Source: an optimization exercise on an open RTL-to-GDS flow (aim: small area, a short achievable clock period and few clock cycles per item). Production flows keep margins and buffers that such runs may drop.
RTL that was checked went through simulation tests only; none was proved equivalent to the original.
No activity file was given, so power comes from the tool's default toggle rates.

==> inputs of job 1232 <==
// fp_mul_arbiter
module fp_mul_arbiter #(
   parameter int unsigned CALC_CYCLES = 1
) (
   input  logic        clk,
   input  logic        rst,
   input  logic        req0_valid,
   input  logic        req1_valid,
   output logic        req0_ready,
   output logic        req1_ready,
   input  logic [31:0] req0_a,
   input  logic [31:0] req0_b,
   input  logic [31:0] req1_a,
   input  logic [31:0] req1_b,
   output logic        rsp_valid,
   input  logic        rsp_ready,
   output logic        rsp_id,
   output logic [31:0] rsp_data,
   output logic        busy
);
==> flow/config.mk <==
export PLATFORM = sky130hd
export DESIGN_NAME = fp_mul_arbiter
export DESIGN_NICKNAME = fp_mul_arbiter
export VERILOG_FILES = /design/flow/design.v
export SDC_FILE = /design/flow/constraint.sdc
export NUM_CORES = 4
export LEC_CHECK = 0
export CAP_MARGIN = 20
export CORE_MARGIN = 2
export CORE_UTILIZATION = 55
export SETUP_SLACK_MARGIN = 5
export SLEW_MARGIN = 20
export SYNTH_HIERARCHICAL = 1
==> flow/constraint.sdc <==
create_clock -name core_clock -period 11.0 [get_ports {clk}]
set_input_delay 2.2000 -clock core_clock [delete_from_list [all_inputs] [get_ports {clk}]]
set_output_delay 2.2000 -clock core_clock [all_outputs]
set_load 0.01 [all_outputs]
standard.sh (not shown) runs the stock make flow with config.mk's settings and CLKGATE_MAP_FILE= SYNTH_SCRIPT=/design/flow/synth_recipe.tcl, a recipe that flattens the netlist after the stock synthesis.
==> flow/flow/run.sh <==
#!/bin/bash
set -euo pipefail
bash standard.sh "BUFFER_PORTS_ARGS=-buffer_cell sky130_fd_sc_hd__buf_1" SETUP_SLACK_MARGIN=5.7 finish > make.log 2>&1
==> job 280 (differences from job 1232) <==
--- a/flow/design.v
+++ b/flow/design.v
@@ -17,51 +17,45 @@
    output logic [31:0] rsp_data,
    output logic        busy
 );
    logic        ptr_q;
    logic        adv, grant1, acc;
-   logic        va_q, ida_q, sga_q, nana_q, infa_q, zeroa_q;
-   logic [22:0] fa_q, fb_q;    
-   logic [8:0]  esa_q;         
+   logic        va_q, ida_q, sga_q;
+   logic [30:0] a_q, b_q;
    logic        vb_q, idb_q, sgnb_q, nanb_q, infb_q, zerob_q;
    logic [25:0] sbn_q, cbn_q;  
    logic        cib_q;         
    logic        stb_q;         
    logic [8:0]  esb_q;         
-   logic        vr_q, idr_q, nanr_q, infr_q, zeror_q;
+   logic        vr_q, idr_q;
    logic [31:0] dr_q;
    assign adv        = ~(vr_q & ~rsp_ready);
    assign grant1     = req1_valid & (~req0_valid | ptr_q);
    assign req0_ready = ~rst & adv & ~(req1_valid & ptr_q);
    assign req1_ready = ~rst & adv & (ptr_q | ~req0_valid);
    assign acc        = ~rst & adv & (req0_valid | req1_valid);
    assign rsp_valid = vr_q;
    assign rsp_id    = idr_q;
-   assign rsp_data  = nanr_q  ? 32'h7FC0_0000 :
-                      infr_q  ? {dr_q[31], 8'hFF, 23'd0} :
-                      zeror_q ? {dr_q[31], 31'd0} : dr_q;
+   assign rsp_data  = dr_q;
    assign busy      = va_q | vb_q | vr_q;
-   logic [31:0] as, bs;
    logic [7:0]  e1, e2;
-   logic        nan1, nan2, inf1, inf2, zero1, zero2;
-   assign as    = grant1 ? req1_a : req0_a;
-   assign bs    = grant1 ? req1_b : req0_b;
-   assign e1    = as[30:23];
-   assign e2    = bs[30:23];
-   assign nan1  = (e1 == 8'hFF) && (as[22:0] != 23'd0);
-   assign nan2  = (e2 == 8'hFF) && (bs[22:0] != 23'd0);
-   assign inf1  = (e1 == 8'hFF) && (as[22:0] == 23'd0);
-   assign inf2  = (e2 == 8'hFF) && (bs[22:0] == 23'd0);
-   assign zero1 = (e1 == 8'd0);
-   assign zero2 = (e2 == 8'd0);
    logic [22:0] f1, f2;
+   logic        nan1, nan2, inf1, inf2, zero1, zero2;
    logic [47:0] cs_sn, cs_cn;
    logic [23:0] lo;
    logic [23:0] za, zb;
    logic        low_zero;
-   assign f1    = fa_q;
-   assign f2    = fb_q;
+   assign e1    = a_q[30:23];
+   assign e2    = b_q[30:23];
+   assign f1    = a_q[22:0];
+   assign f2    = b_q[22:0];
+   assign nan1  = (e1 == 8'hFF) && (f1 != 23'd0);
+   assign nan2  = (e2 == 8'hFF) && (f2 != 23'd0);
+   assign inf1  = (e1 == 8'hFF) && (f1 == 23'd0);
+   assign inf2  = (e2 == 8'hFF) && (f2 == 23'd0);
+   assign zero1 = (e1 == 8'd0);
+   assign zero2 = (e2 == 8'd0);
    mul24_csn u_mul (.x(f1), .y(f2), .sn(cs_sn), .cn(cs_cn));
    assign lo = {cs_sn[21:0], 1'b1} + {cs_cn[21:0], 1'b1};
    always_comb begin
       za[0] = 1'b1;
       zb[0] = 1'b1;
@@ -76,11 +70,10 @@
    logic [25:0]       pb;     
    logic              p47, rnd0, rnd1, ovf0, ovf1, huge, tiny;
    logic [22:0]       inc0, inc1, frac;
    logic [9:0]        ex0, ex1, ex2, ex;
    logic [31:0]       res;
-   logic              res_inf, res_zero;
    assign pbx  = {sbn_q, 1'b1} + {cbn_q, ~cib_q};
    assign pb   = ~pbx[26:1];
    assign p47  = pb[25];
    assign inc0 = pb[23:1] + 23'd1;
    assign inc1 = pb[24:2] + 23'd1;
@@ -104,13 +97,19 @@
    always_comb begin
       frac = p47 ? (rnd1 ? inc1 : pb[24:2]) : (rnd0 ? inc0 : pb[23:1]);
       ex   = sel2 ? ex2 : (sel1 ? ex1 : ex0);
       huge = sel2 ? hg[2] : (sel1 ? hg[1] : hg[0]);
       tiny = sel2 ? tn[2] : (sel1 ? tn[1] : tn[0]);
-      res      = {sgnb_q, ex[7:0], frac};
-      res_inf  = infb_q | huge;
-      res_zero = zerob_q | tiny;
+      if (nanb_q) begin
+         res = 32'h7FC0_0000;
+      end else if (infb_q || huge) begin
+         res = {sgnb_q, 8'hFF, 23'd0};
+      end else if (zerob_q || tiny) begin
+         res = {sgnb_q, 31'd0};
+      end else begin
+         res = {sgnb_q, ex[7:0], frac};
+      end
    end
    always_ff @(posedge clk) begin
       if (rst) begin
          ptr_q <= 1'b0;
          va_q  <= 1'b0;
@@ -124,32 +123,25 @@
       end
    end
    always_ff @(posedge clk) begin
       if (adv) begin
          ida_q   <= grant1;
-         sga_q   <= as[31] ^ bs[31];
-         fa_q    <= as[22:0];
-         fb_q    <= bs[22:0];
-         esa_q   <= {1'b0, e1} + {1'b0, e2};
-         nana_q  <= nan1 | nan2 | (inf1 & zero2) | (zero1 & inf2);
-         infa_q  <= inf1 | inf2;
-         zeroa_q <= zero1 | zero2;
+         sga_q   <= grant1 ? (req1_a[31] ^ req1_b[31]) : (req0_a[31] ^ req0_b[31]);
+         a_q     <= grant1 ? req1_a[30:0] : req0_a[30:0];
+         b_q     <= grant1 ? req1_b[30:0] : req0_b[30:0];
          idb_q   <= ida_q;
          sgnb_q  <= sga_q;
-         nanb_q  <= nana_q;
-         infb_q  <= infa_q;
-         zerob_q <= zeroa_q;
-         esb_q   <= esa_q;
+         nanb_q  <= nan1 | nan2 | (inf1 & zero2) | (zero1 & inf2);
+         infb_q  <= inf1 | inf2;
+         zerob_q <= zero1 | zero2;
+         esb_q   <= {1'b0, e1} + {1'b0, e2};
          sbn_q   <= cs_sn[47:22];
          cbn_q   <= cs_cn[47:22];
          cib_q   <= ~lo[23];
          stb_q   <= ~low_zero;
          idr_q   <= idb_q;
          dr_q    <= res;
-         nanr_q  <= nanb_q;
-         infr_q  <= res_inf;
-         zeror_q <= res_zero;
       end
    end
 endmodule
 module mul24_csn (
    input  logic [22:0] x,
==> flow/flow/run.sh (replaced) <==
#!/bin/bash
set -euo pipefail
bash standard.sh "BUFFER_PORTS_ARGS=-buffer_cell sky130_fd_sc_hd__buf_1" SETUP_SLACK_MARGIN=5.5 finish > make.log 2>&1
CORE_UTILIZATION = 65   (was 55)
==> job 4092 (differences from job 1232) <==
--- a/flow/design.v
+++ b/flow/design.v
@@ -17,51 +17,45 @@
    output logic [31:0] rsp_data,
    output logic        busy
 );
    logic        ptr_q;
    logic        adv, grant1, acc;
-   logic        va_q, ida_q, sga_q, nana_q, infa_q, zeroa_q;
-   logic [22:0] fa_q, fb_q;    
-   logic [8:0]  esa_q;         
+   logic        va_q, ida_q, sga_q;
+   logic [30:0] a_q, b_q;
    logic        vb_q, idb_q, sgnb_q, nanb_q, infb_q, zerob_q;
    logic [25:0] sbn_q, cbn_q;  
    logic        cib_q;         
    logic        stb_q;         
    logic [8:0]  esb_q;         
-   logic        vr_q, idr_q, nanr_q, infr_q, zeror_q;
+   logic        vr_q, idr_q;
    logic [31:0] dr_q;
    assign adv        = ~(vr_q & ~rsp_ready);
    assign grant1     = req1_valid & (~req0_valid | ptr_q);
    assign req0_ready = ~rst & adv & ~(req1_valid & ptr_q);
    assign req1_ready = ~rst & adv & (ptr_q | ~req0_valid);
    assign acc        = ~rst & adv & (req0_valid | req1_valid);
    assign rsp_valid = vr_q;
    assign rsp_id    = idr_q;
-   assign rsp_data  = nanr_q  ? 32'h7FC0_0000 :
-                      infr_q  ? {dr_q[31], 8'hFF, 23'd0} :
-                      zeror_q ? {dr_q[31], 31'd0} : dr_q;
+   assign rsp_data  = dr_q;
    assign busy      = va_q | vb_q | vr_q;
-   logic [31:0] as, bs;
    logic [7:0]  e1, e2;
-   logic        nan1, nan2, inf1, inf2, zero1, zero2;
-   assign as    = grant1 ? req1_a : req0_a;
-   assign bs    = grant1 ? req1_b : req0_b;
-   assign e1    = as[30:23];
-   assign e2    = bs[30:23];
-   assign nan1  = (e1 == 8'hFF) && (as[22:0] != 23'd0);
-   assign nan2  = (e2 == 8'hFF) && (bs[22:0] != 23'd0);
-   assign inf1  = (e1 == 8'hFF) && (as[22:0] == 23'd0);
-   assign inf2  = (e2 == 8'hFF) && (bs[22:0] == 23'd0);
-   assign zero1 = (e1 == 8'd0);
-   assign zero2 = (e2 == 8'd0);
    logic [22:0] f1, f2;
+   logic        nan1, nan2, inf1, inf2, zero1, zero2;
    logic [47:0] cs_sn, cs_cn;
    logic [23:0] lo;
    logic [23:0] za, zb;
    logic        low_zero;
-   assign f1    = fa_q;
-   assign f2    = fb_q;
+   assign e1    = a_q[30:23];
+   assign e2    = b_q[30:23];
+   assign f1    = a_q[22:0];
+   assign f2    = b_q[22:0];
+   assign nan1  = (e1 == 8'hFF) && (f1 != 23'd0);
+   assign nan2  = (e2 == 8'hFF) && (f2 != 23'd0);
+   assign inf1  = (e1 == 8'hFF) && (f1 == 23'd0);
+   assign inf2  = (e2 == 8'hFF) && (f2 == 23'd0);
+   assign zero1 = (e1 == 8'd0);
+   assign zero2 = (e2 == 8'd0);
    mul24_csn u_mul (.x(f1), .y(f2), .sn(cs_sn), .cn(cs_cn));
    assign lo = {cs_sn[21:0], 1'b1} + {cs_cn[21:0], 1'b1};
    always_comb begin
       za[0] = 1'b1;
       zb[0] = 1'b1;
@@ -76,11 +70,10 @@
    logic [25:0]       pb;     
    logic              p47, rnd0, rnd1, ovf0, ovf1, huge, tiny;
    logic [22:0]       inc0, inc1, frac;
    logic [9:0]        ex0, ex1, ex2, ex;
    logic [31:0]       res;
-   logic              res_inf, res_zero;
    assign pbx  = {sbn_q, 1'b1} + {cbn_q, ~cib_q};
    assign pb   = ~pbx[26:1];
    assign p47  = pb[25];
    assign inc0 = pb[23:1] + 23'd1;
    assign inc1 = pb[24:2] + 23'd1;
@@ -89,28 +82,29 @@
    assign ovf0 = rnd0 & (&pb[24:1]);
    assign ovf1 = rnd1 & (&pb[24:2]);
    assign ex0  = {1'b0, esb_q} - 10'd127;
    assign ex1  = {1'b0, esb_q} - 10'd126;
    assign ex2  = {1'b0, esb_q} - 10'd125;
-   logic [2:0] hg, tn;
-   logic       sel2, sel1;
-   assign hg[0] = ~ex0[9] & (ex0[8] | (&ex0[7:0]));
-   assign hg[1] = ~ex1[9] & (ex1[8] | (&ex1[7:0]));
-   assign hg[2] = ~ex2[9] & (ex2[8] | (&ex2[7:0]));
-   assign tn[0] = ex0[9] | (ex0 == 10'd0);
-   assign tn[1] = ex1[9] | (ex1 == 10'd0);
-   assign tn[2] = ex2[9] | (ex2 == 10'd0);
-   assign sel2 = p47 & ovf1;
-   assign sel1 = p47 ? ~ovf1 : ovf0;
    always_comb begin
-      frac = p47 ? (rnd1 ? inc1 : pb[24:2]) : (rnd0 ? inc0 : pb[23:1]);
-      ex   = sel2 ? ex2 : (sel1 ? ex1 : ex0);
-      huge = sel2 ? hg[2] : (sel1 ? hg[1] : hg[0]);
-      tiny = sel2 ? tn[2] : (sel1 ? tn[1] : tn[0]);
-      res      = {sgnb_q, ex[7:0], frac};
-      res_inf  = infb_q | huge;
-      res_zero = zerob_q | tiny;
+      if (p47) begin
+         frac = rnd1 ? inc1 : pb[24:2];
+         ex   = ovf1 ? ex2 : ex1;
+      end else begin
+         frac = rnd0 ? inc0 : pb[23:1];
+         ex   = ovf0 ? ex1 : ex0;
+      end
+      huge = ~ex[9] & (ex[8] | (&ex[7:0]));    
+      tiny = ex[9] | (ex == 10'd0);            
+      if (nanb_q) begin
+         res = 32'h7FC0_0000;
+      end else if (infb_q || huge) begin
+         res = {sgnb_q, 8'hFF, 23'd0};
+      end else if (zerob_q || tiny) begin
+         res = {sgnb_q, 31'd0};
+      end else begin
+         res = {sgnb_q, ex[7:0], frac};
+      end
    end
    always_ff @(posedge clk) begin
       if (rst) begin
          ptr_q <= 1'b0;
          va_q  <= 1'b0;
@@ -124,32 +118,25 @@
       end
    end
    always_ff @(posedge clk) begin
       if (adv) begin
          ida_q   <= grant1;
-         sga_q   <= as[31] ^ bs[31];
-         fa_q    <= as[22:0];
-         fb_q    <= bs[22:0];
-         esa_q   <= {1'b0, e1} + {1'b0, e2};
-         nana_q  <= nan1 | nan2 | (inf1 & zero2) | (zero1 & inf2);
-         infa_q  <= inf1 | inf2;
-         zeroa_q <= zero1 | zero2;
+         sga_q   <= grant1 ? (req1_a[31] ^ req1_b[31]) : (req0_a[31] ^ req0_b[31]);
+         a_q     <= grant1 ? req1_a[30:0] : req0_a[30:0];
+         b_q     <= grant1 ? req1_b[30:0] : req0_b[30:0];
          idb_q   <= ida_q;
          sgnb_q  <= sga_q;
-         nanb_q  <= nana_q;
-         infb_q  <= infa_q;
-         zerob_q <= zeroa_q;
-         esb_q   <= esa_q;
+         nanb_q  <= nan1 | nan2 | (inf1 & zero2) | (zero1 & inf2);
+         infb_q  <= inf1 | inf2;
+         zerob_q <= zero1 | zero2;
+         esb_q   <= {1'b0, e1} + {1'b0, e2};
          sbn_q   <= cs_sn[47:22];
          cbn_q   <= cs_cn[47:22];
          cib_q   <= ~lo[23];
          stb_q   <= ~low_zero;
          idr_q   <= idb_q;
          dr_q    <= res;
-         nanr_q  <= nanb_q;
-         infr_q  <= res_inf;
-         zeror_q <= res_zero;
       end
    end
 endmodule
 module mul24_csn (
    input  logic [22:0] x,
==> flow/flow/run.sh (replaced) <==
#!/bin/bash
set -euo pipefail
bash standard.sh "BUFFER_PORTS_ARGS=-buffer_cell sky130_fd_sc_hd__buf_1" SETUP_SLACK_MARGIN=5.5 finish > make.log 2>&1
CORE_UTILIZATION = 40   (was 55)
==> job 5862 (differences from job 1232) <==
--- a/flow/design.v
+++ b/flow/design.v
@@ -22,25 +22,23 @@
    logic        va_q, ida_q, sga_q, nana_q, infa_q, zeroa_q;
    logic [22:0] fa_q, fb_q;    
    logic [8:0]  esa_q;         
    logic        vb_q, idb_q, sgnb_q, nanb_q, infb_q, zerob_q;
    logic [25:0] sbn_q, cbn_q;  
-   logic        cib_q;         
+   logic        cibn_q;        
    logic        stb_q;         
    logic [8:0]  esb_q;         
-   logic        vr_q, idr_q, nanr_q, infr_q, zeror_q;
+   logic        vr_q, idr_q;
    logic [31:0] dr_q;
    assign adv        = ~(vr_q & ~rsp_ready);
    assign grant1     = req1_valid & (~req0_valid | ptr_q);
    assign req0_ready = ~rst & adv & ~(req1_valid & ptr_q);
    assign req1_ready = ~rst & adv & (ptr_q | ~req0_valid);
    assign acc        = ~rst & adv & (req0_valid | req1_valid);
    assign rsp_valid = vr_q;
    assign rsp_id    = idr_q;
-   assign rsp_data  = nanr_q  ? 32'h7FC0_0000 :
-                      infr_q  ? {dr_q[31], 8'hFF, 23'd0} :
-                      zeror_q ? {dr_q[31], 31'd0} : dr_q;
+   assign rsp_data  = dr_q;
    assign busy      = va_q | vb_q | vr_q;
    logic [31:0] as, bs;
    logic [7:0]  e1, e2;
    logic        nan1, nan2, inf1, inf2, zero1, zero2;
    assign as    = grant1 ? req1_a : req0_a;
@@ -72,16 +70,15 @@
       low_zero = 1'b0;
       for (int k = 0; k <= 22; k++) low_zero = low_zero | (za[k] & zb[22-k]);
    end
    logic [26:0]       pbx;
    logic [25:0]       pb;     
-   logic              p47, rnd0, rnd1, ovf0, ovf1, huge, tiny;
-   logic [22:0]       inc0, inc1, frac;
-   logic [9:0]        ex0, ex1, ex2, ex;
+   logic              p47, rnd0, rnd1, ovf0, ovf1;
+   logic [22:0]       inc0, inc1;
+   logic [9:0]        ex0, ex1, ex2;
    logic [31:0]       res;
-   logic              res_inf, res_zero;
-   assign pbx  = {sbn_q, 1'b1} + {cbn_q, ~cib_q};
+   assign pbx  = {sbn_q, 1'b1} + {cbn_q, cibn_q};
    assign pb   = ~pbx[26:1];
    assign p47  = pb[25];
    assign inc0 = pb[23:1] + 23'd1;
    assign inc1 = pb[24:2] + 23'd1;
    assign rnd0 = pb[0] & (stb_q | pb[1]);
@@ -90,28 +87,28 @@
    assign ovf1 = rnd1 & (&pb[24:2]);
    assign ex0  = {1'b0, esb_q} - 10'd127;
    assign ex1  = {1'b0, esb_q} - 10'd126;
    assign ex2  = {1'b0, esb_q} - 10'd125;
    logic [2:0] hg, tn;
-   logic       sel2, sel1;
    assign hg[0] = ~ex0[9] & (ex0[8] | (&ex0[7:0]));
    assign hg[1] = ~ex1[9] & (ex1[8] | (&ex1[7:0]));
    assign hg[2] = ~ex2[9] & (ex2[8] | (&ex2[7:0]));
    assign tn[0] = ex0[9] | (ex0 == 10'd0);
    assign tn[1] = ex1[9] | (ex1 == 10'd0);
    assign tn[2] = ex2[9] | (ex2 == 10'd0);
-   assign sel2 = p47 & ovf1;
-   assign sel1 = p47 ? ~ovf1 : ovf0;
+   logic [31:0] res0, res1;
    always_comb begin
-      frac = p47 ? (rnd1 ? inc1 : pb[24:2]) : (rnd0 ? inc0 : pb[23:1]);
-      ex   = sel2 ? ex2 : (sel1 ? ex1 : ex0);
-      huge = sel2 ? hg[2] : (sel1 ? hg[1] : hg[0]);
-      tiny = sel2 ? tn[2] : (sel1 ? tn[1] : tn[0]);
-      res      = {sgnb_q, ex[7:0], frac};
-      res_inf  = infb_q | huge;
-      res_zero = zerob_q | tiny;
+      if (nanb_q)                               res0 = 32'h7FC0_0000;
+      else if (infb_q || (ovf0 ? hg[1] : hg[0])) res0 = {sgnb_q, 8'hFF, 23'd0};
+      else if (zerob_q || (ovf0 ? tn[1] : tn[0])) res0 = {sgnb_q, 31'd0};
+      else res0 = {sgnb_q, ovf0 ? ex1[7:0] : ex0[7:0], rnd0 ? inc0 : pb[23:1]};
+      if (nanb_q)                               res1 = 32'h7FC0_0000;
+      else if (infb_q || (ovf1 ? hg[2] : hg[1])) res1 = {sgnb_q, 8'hFF, 23'd0};
+      else if (zerob_q || (ovf1 ? tn[2] : tn[1])) res1 = {sgnb_q, 31'd0};
+      else res1 = {sgnb_q, ovf1 ? ex2[7:0] : ex1[7:0], rnd1 ? inc1 : pb[24:2]};
    end
+   assign res = p47 ? res1 : res0;
    always_ff @(posedge clk) begin
       if (rst) begin
          ptr_q <= 1'b0;
          va_q  <= 1'b0;
          vb_q  <= 1'b0;
@@ -139,17 +136,14 @@
          infb_q  <= infa_q;
          zerob_q <= zeroa_q;
          esb_q   <= esa_q;
          sbn_q   <= cs_sn[47:22];
          cbn_q   <= cs_cn[47:22];
-         cib_q   <= ~lo[23];
+         cibn_q  <= lo[23];
          stb_q   <= ~low_zero;
          idr_q   <= idb_q;
          dr_q    <= res;
-         nanr_q  <= nanb_q;
-         infr_q  <= res_inf;
-         zeror_q <= res_zero;
       end
    end
 endmodule
 module mul24_csn (
    input  logic [22:0] x,
==> notes <==
Job 1232 passed the timing, DRC and antenna checks. Job 280 passed the timing, DRC and antenna checks. Job 5862 finished with timing, DRC and antenna clean. Job 4092 completed without violations.
In sequential power, job 5862 and job 4092 hardly differ.
The highest power belongs to job 5862, the lowest to job 280.
Of job 5862 and job 280, job 5862 has the higher die area (gap about 18%, measured against job 280).
Maximum frequency: job 280 < job 4092 < job 5862 < job 1232.
Against job 5862, the register-to-register slack of job 4092 is worse by 0.08 ns.
Synthesized cell count: job 5862 is smaller than job 1232 (1.9%).
Of job 4092 and job 5862, job 4092 has the higher sequential share of layout area (gap 0.89 points).
Core utilization: job 4092 < job 5862 < job 1232 < job 280.
Worst hold slack: job 280 > job 4092 > job 1232 > job 5862.
Testbench counts of job 280, summed over its fixed seeds: cycles 3,224, items 3,200.
The RTL of job 1232, job 4092 and job 5862 was laid out without a check of its function.

==> separate check: timing with driven ports <==
The results above use ideal ports. As a check the final layouts listed here were re-extracted and re-timed, cells and wires unchanged. Step 1 sets driving cells, clkbuf_16 on the clock port and buf_2 on the other inputs (assumed; they add their load-dependent delay and slew). Step 2 also shifts input and output timing later by t, the mid clock arrival at the registers, as if the neighbouring blocks saw the same clock. Three values: ideal ports, drivers, drivers and shift; two values: the first two.
| run | shift t [ns] | setup WS [ns] | hold slack, ns | slew at the worst register clock pin (ns) |
|---|---|---|---|---|
| job 1232 | 0.551 | 5.866 / 5.866 / 5.525 | 0.416 / 0.416 / 0.416 | 0.07 / 0.07 |
| job 280 | 0.508 | 5.618 / 5.597 / 5.597 | 0.424 / 0.424 / 0.424 | 0.08 / 0.08 |
| job 4092 | 0.523 | 5.686 / 5.686 / 5.686 | 0.422 / 0.422 / 0.422 | 0.07 / 0.07 |
| job 5862 | 0.512 | 5.761 / 5.761 / 5.542 | 0.416 / 0.416 / 0.416 | 0.08 / 0.08 |
After both steps every run listed still meets setup and hold. For job 1232, which loses most, drivers alone change the setup slack by 0.000 ns; drivers and shift together by -0.341 ns.
